From an optimization exercise on the open Yosys and OpenROAD flow, aimed at small area, a short achievable clock period and few clock cycles; shortcuts taken in it are not production practice.
Function was checked by simulation only, so behaviour that the tests miss may differ from the original.

// ex_stage
module ex_stage
(
    input  logic        clock,
    input  logic        reset,
    input  logic [31:0] d1_in,
    input  logic [31:0] d2_in,
    input  logic [4:0]  rd_in,
    input  logic [31:0] imm_in,
    input  logic [31:0] ctrl_in,
    input  logic [31:0] pc_in,
    output logic        branch,
    output logic [31:0] branch_target,
    output logic        stall,
    output logic [31:0] result_out,
    output logic [31:0] store_data_out,
    output logic [4:0]  rd_out,
    output logic        mem_read_out,
    output logic        mem_write_out,
    output logic        reg_write_out,
    output logic [2:0]  mem_size_out
);
Size in the first run: roughly 4600 cells after synthesis, roughly 160 flip-flops, roughly 280 I/O pins, about 29000 um^2 of cells after synthesis.
==> flow/config.mk <==
export PLATFORM = sky130hd
export DESIGN_NAME = ex_stage
export DESIGN_NICKNAME = ex_stage
export VERILOG_FILES = /design/flow/design.v
export SDC_FILE = /design/flow/constraint.sdc
export NUM_CORES = 4
export LEC_CHECK = 0
export ABC_AREA = 1
export CAP_MARGIN = 20
export CORE_MARGIN = 2
export CORE_UTILIZATION = 40
export SETUP_SLACK_MARGIN = 0.5
export SLEW_MARGIN = 20
==> flow/constraint.sdc <==
create_clock -name core_clock -period 7.0 [get_ports {clock}]
set_input_delay 1.4000 -clock core_clock [delete_from_list [all_inputs] [get_ports {clock}]]
set_output_delay 1.4000 -clock core_clock [all_outputs]
set_load 0.01 [all_outputs]
standard.sh (not shown) runs the stock make flow with config.mk's settings and CLKGATE_MAP_FILE= SYNTH_SCRIPT=/design/flow/synth_recipe.tcl, a recipe that flattens the netlist after the stock synthesis.
==> flow/flow/run.sh <==
#!/bin/bash
# The standard ORFS layout (standard.sh), with two changes to how it is made:
# port buffers use buf_4 instead of the default delay buffer, and the
# resizer may change a cell's footprint when it repairs timing.
set -euo pipefail
export BUFFER_PORTS_ARGS="-buffer_cell sky130_fd_sc_hd__buf_4"
bash standard.sh MATCH_CELL_FOOTPRINT=0 finish > standard.log 2>&1
The baseline completed with no timing, DRC or antenna violations.
Testbench counts at the start, summed over its fixed seeds: cycles 28,210.
Change:
--- a/flow/design.v
+++ b/flow/design.v
@@ -45,14 +45,13 @@
     logic        rneg_q;             
     logic        qneg_q;             
     logic         div_c, div_q;        
     assign div_c = op[2];
     logic         a_sgn_m, b_sgn_m, bext, mul_ext;
     logic [2:0]   mi;
-    logic [8:0]   bw_nx;               
-    logic [3:0]   one_nx, two_nx, neg_nx, one_q, two_q, neg_q;
+    logic [8:0]   bw, bw_nx, bw_q;     
     logic [32:0]  ax;
     logic [3:0]   one, two, neg;
     logic [33:0]  sel [4];
     logic [W-1:0] hsrc, hin, r0, r1, r2m, r3;
     logic         cin;
     logic [W-1:0] s1, c1, s2, c2, s3, c3, m1, m2, m3, tm;
@@ -63,27 +62,24 @@
     always_comb begin
         a_sgn_m = ~(op[1] & op[0]);           
         b_sgn_m = ~op[1];                     
         bext    = b_sgn_m & b[31];
         mul_ext = ~b_sgn_m & b[31];           
         mi      = cnt_q[2:0];
+        bw      = bw_q;
         if (!busy_q)           bw_nx = {b[7:0], 1'b0};
         else if (mi == 3'd0)   bw_nx = b[15:7];
         else if (mi == 3'd1)   bw_nx = b[23:15];
         else if (mi == 3'd2)   bw_nx = b[31:23];
         else                   bw_nx = {{8{bext}}, b[31]};
         ax = d_q;
         for (int j = 0; j < 4; j++) begin
-            one_nx[j] = bw_nx[2*j+1] ^ bw_nx[2*j];
-            two_nx[j] = (bw_nx[2*j+2] & ~bw_nx[2*j+1] & ~bw_nx[2*j])
-                      | (~bw_nx[2*j+2] & bw_nx[2*j+1] & bw_nx[2*j]);
-            neg_nx[j] = bw_nx[2*j+2];
-        end
-        one = one_q;
-        two = two_q;
-        neg = neg_q;
+            one[j] = bw[2*j+1] ^ bw[2*j];
+            two[j] = (bw[2*j+2] & ~bw[2*j+1] & ~bw[2*j]) | (~bw[2*j+2] & bw[2*j+1] & bw[2*j]);
+            neg[j] = bw[2*j+2];
+        end
         if (div_q) begin
             one = {3'b000, ~negph_q};
             two = 4'b0000;
             neg = {3'b000, sub_q & ~negph_q};
         end
         for (int j = 0; j < 4; j++) begin
@@ -129,36 +125,26 @@
     endfunction
     logic        a_neg, b_neg, bz;
     logic [5:0]  clz_a, clz_b;
     logic [6:0]  dest;
     logic [4:0]  sft;
     logic        ok1, t1z, quick;
-    logic [31:0] a_m, b_m, a2;
-    logic [7:0]  na, nb, sna;
     logic [34:0] t1, q1;
     logic [31:0] qn;
     always_comb begin
         a_neg = ~op[0] & a[31];
         b_neg = ~op[0] & b[31];
         bz    = (b == 32'd0);
-        a_m   = a ^ {32{a_neg}};
-        b_m   = b ^ {32{b_neg}};
-        clz_a = clz32(a_m);
-        clz_b = clz32(b_m);
+        clz_a = clz32(a ^ {32{a_neg}});
+        clz_b = clz32(b ^ {32{b_neg}});
         dest  = {1'b0, clz_b} - {1'b0, clz_a} + {6'd0, a_neg};
         if (bz || dest[6])        sft = 5'd0;
         else if (dest[5])         sft = 5'd31;
         else                      sft = dest[4:0];
         sh_amt = sft;
-        a2 = a_neg ? {a_m[30:0], 1'b1} : a_m;
-        for (int i = 0; i < 8; i++) begin
-            na[i] = |a2[4*i +: 4];
-            nb[i] = |b_m[4*i +: 4];
-        end
-        for (int i = 0; i < 8; i++) sna[i] = |(na >> i);
-        quick = |(nb & ~sna);
+        quick  = dest[6] & ~bz;            
         t1  = tm[34:0];
         t1z = &(~((s3[34:0] ^ c3[34:0]) ^ {s3[33:0] | c3[33:0], cin}));
         ok1 = rneg_q ? (t1[34] | t1z) : ~t1[34];
         q1  = ok1 ? t1 : {h_q[33], h_q};
         qn  = {lq[30:0], ok1};
     end
@@ -183,15 +169,13 @@
         end else begin
             busy_q  <= start & ~last_c;
             negph_q <= start & div_end & qneg_q;
         end
     end
     always_ff @(posedge clock) begin
-        one_q <= one_nx;
-        two_q <= two_nx;
-        neg_q <= neg_nx;
+        bw_q  <= bw_nx;
         div_q <= div_c;
         if (!busy_q)    d_q <= div_c ? {b_neg, sh_res} : {a_sgn_m & a[31], a};
         else if (div_c) d_q <= {d_q[32], d_q[32:1]};
         if (!div_c) begin
             cnt_q <= busy_q ? {2'b0, mi + 3'd1} : 5'd0;
             h_q   <= tm[W-1:8];
@@ -248,13 +232,13 @@
     assign op_b = use_imm ? imm_in : d2_in;
     logic        do_sub;
     logic [32:0] sum;
     logic        lt_s, lt_u;
     logic [31:0] xor_v;
     logic        eq;
-    assign do_sub = br | (~alu_op[3] & (alu_op[0] ^ alu_op[2]));
+    assign do_sub = br | (alu_op[0] & ~alu_op[2] & ~alu_op[3]) | (alu_op[2] & ~alu_op[0]);
     logic [31:0] add_p, add_g;
     sk_add #(.N(32)) u_alu_add (
         .a (d1_in), .b (op_b ^ {32{do_sub}}), .cin (do_sub), .s (sum[31:0]), .cout (sum[32]),
         .p (add_p), .g (add_g)
     );
     assign lt_u   = ~sum[32];
Maximum frequency falls slightly. Cell area stays flat. Synthesized cell count went down slightly. Setup slack gets worse by 92 ps. Count of clock-buffer cells in the layout went down by 3. Global-route usage increases by 0.58 points. Area after synthesis fell slightly. Routed wire length is higher slightly. Non-clock buffer count increases by 62.
Testbench counts after the change, summed over its fixed seeds: cycles 28,102.

==> what the ideal ports hide <==
The flow's constraints put no driver on any port. The routed layouts listed below were extracted and timed again, unchanged, in two steps.
Step 1, drivers: a clkbuf_16 drives clock and a buf_2 each remaining input, both assumed.
Step 2 also shifts input and output timing later by t, the mid clock arrival at the registers, as if the neighbouring blocks saw the same clock.
a / b / c = ideal / step 1 / step 2; a / b = the first two.
| run | t, ns | slack for setup (ns) | slew at the worst register clock pin (ns) | worst data-port slew with drivers (ns) |
|---|---|---|---|---|
| the first run | 0.558 | 0.654 / 0.632 / 0.100 | 0.09 / 0.09 | 0.09 |
| the second run | 0.557 | 0.562 / 0.519 / 0.084 | 0.10 / 0.10 | 0.08 |
After both steps every run listed still meets setup and hold. For the first run, which loses most, drivers alone change the setup slack by -0.022 ns; drivers and shift together by -0.554 ns.
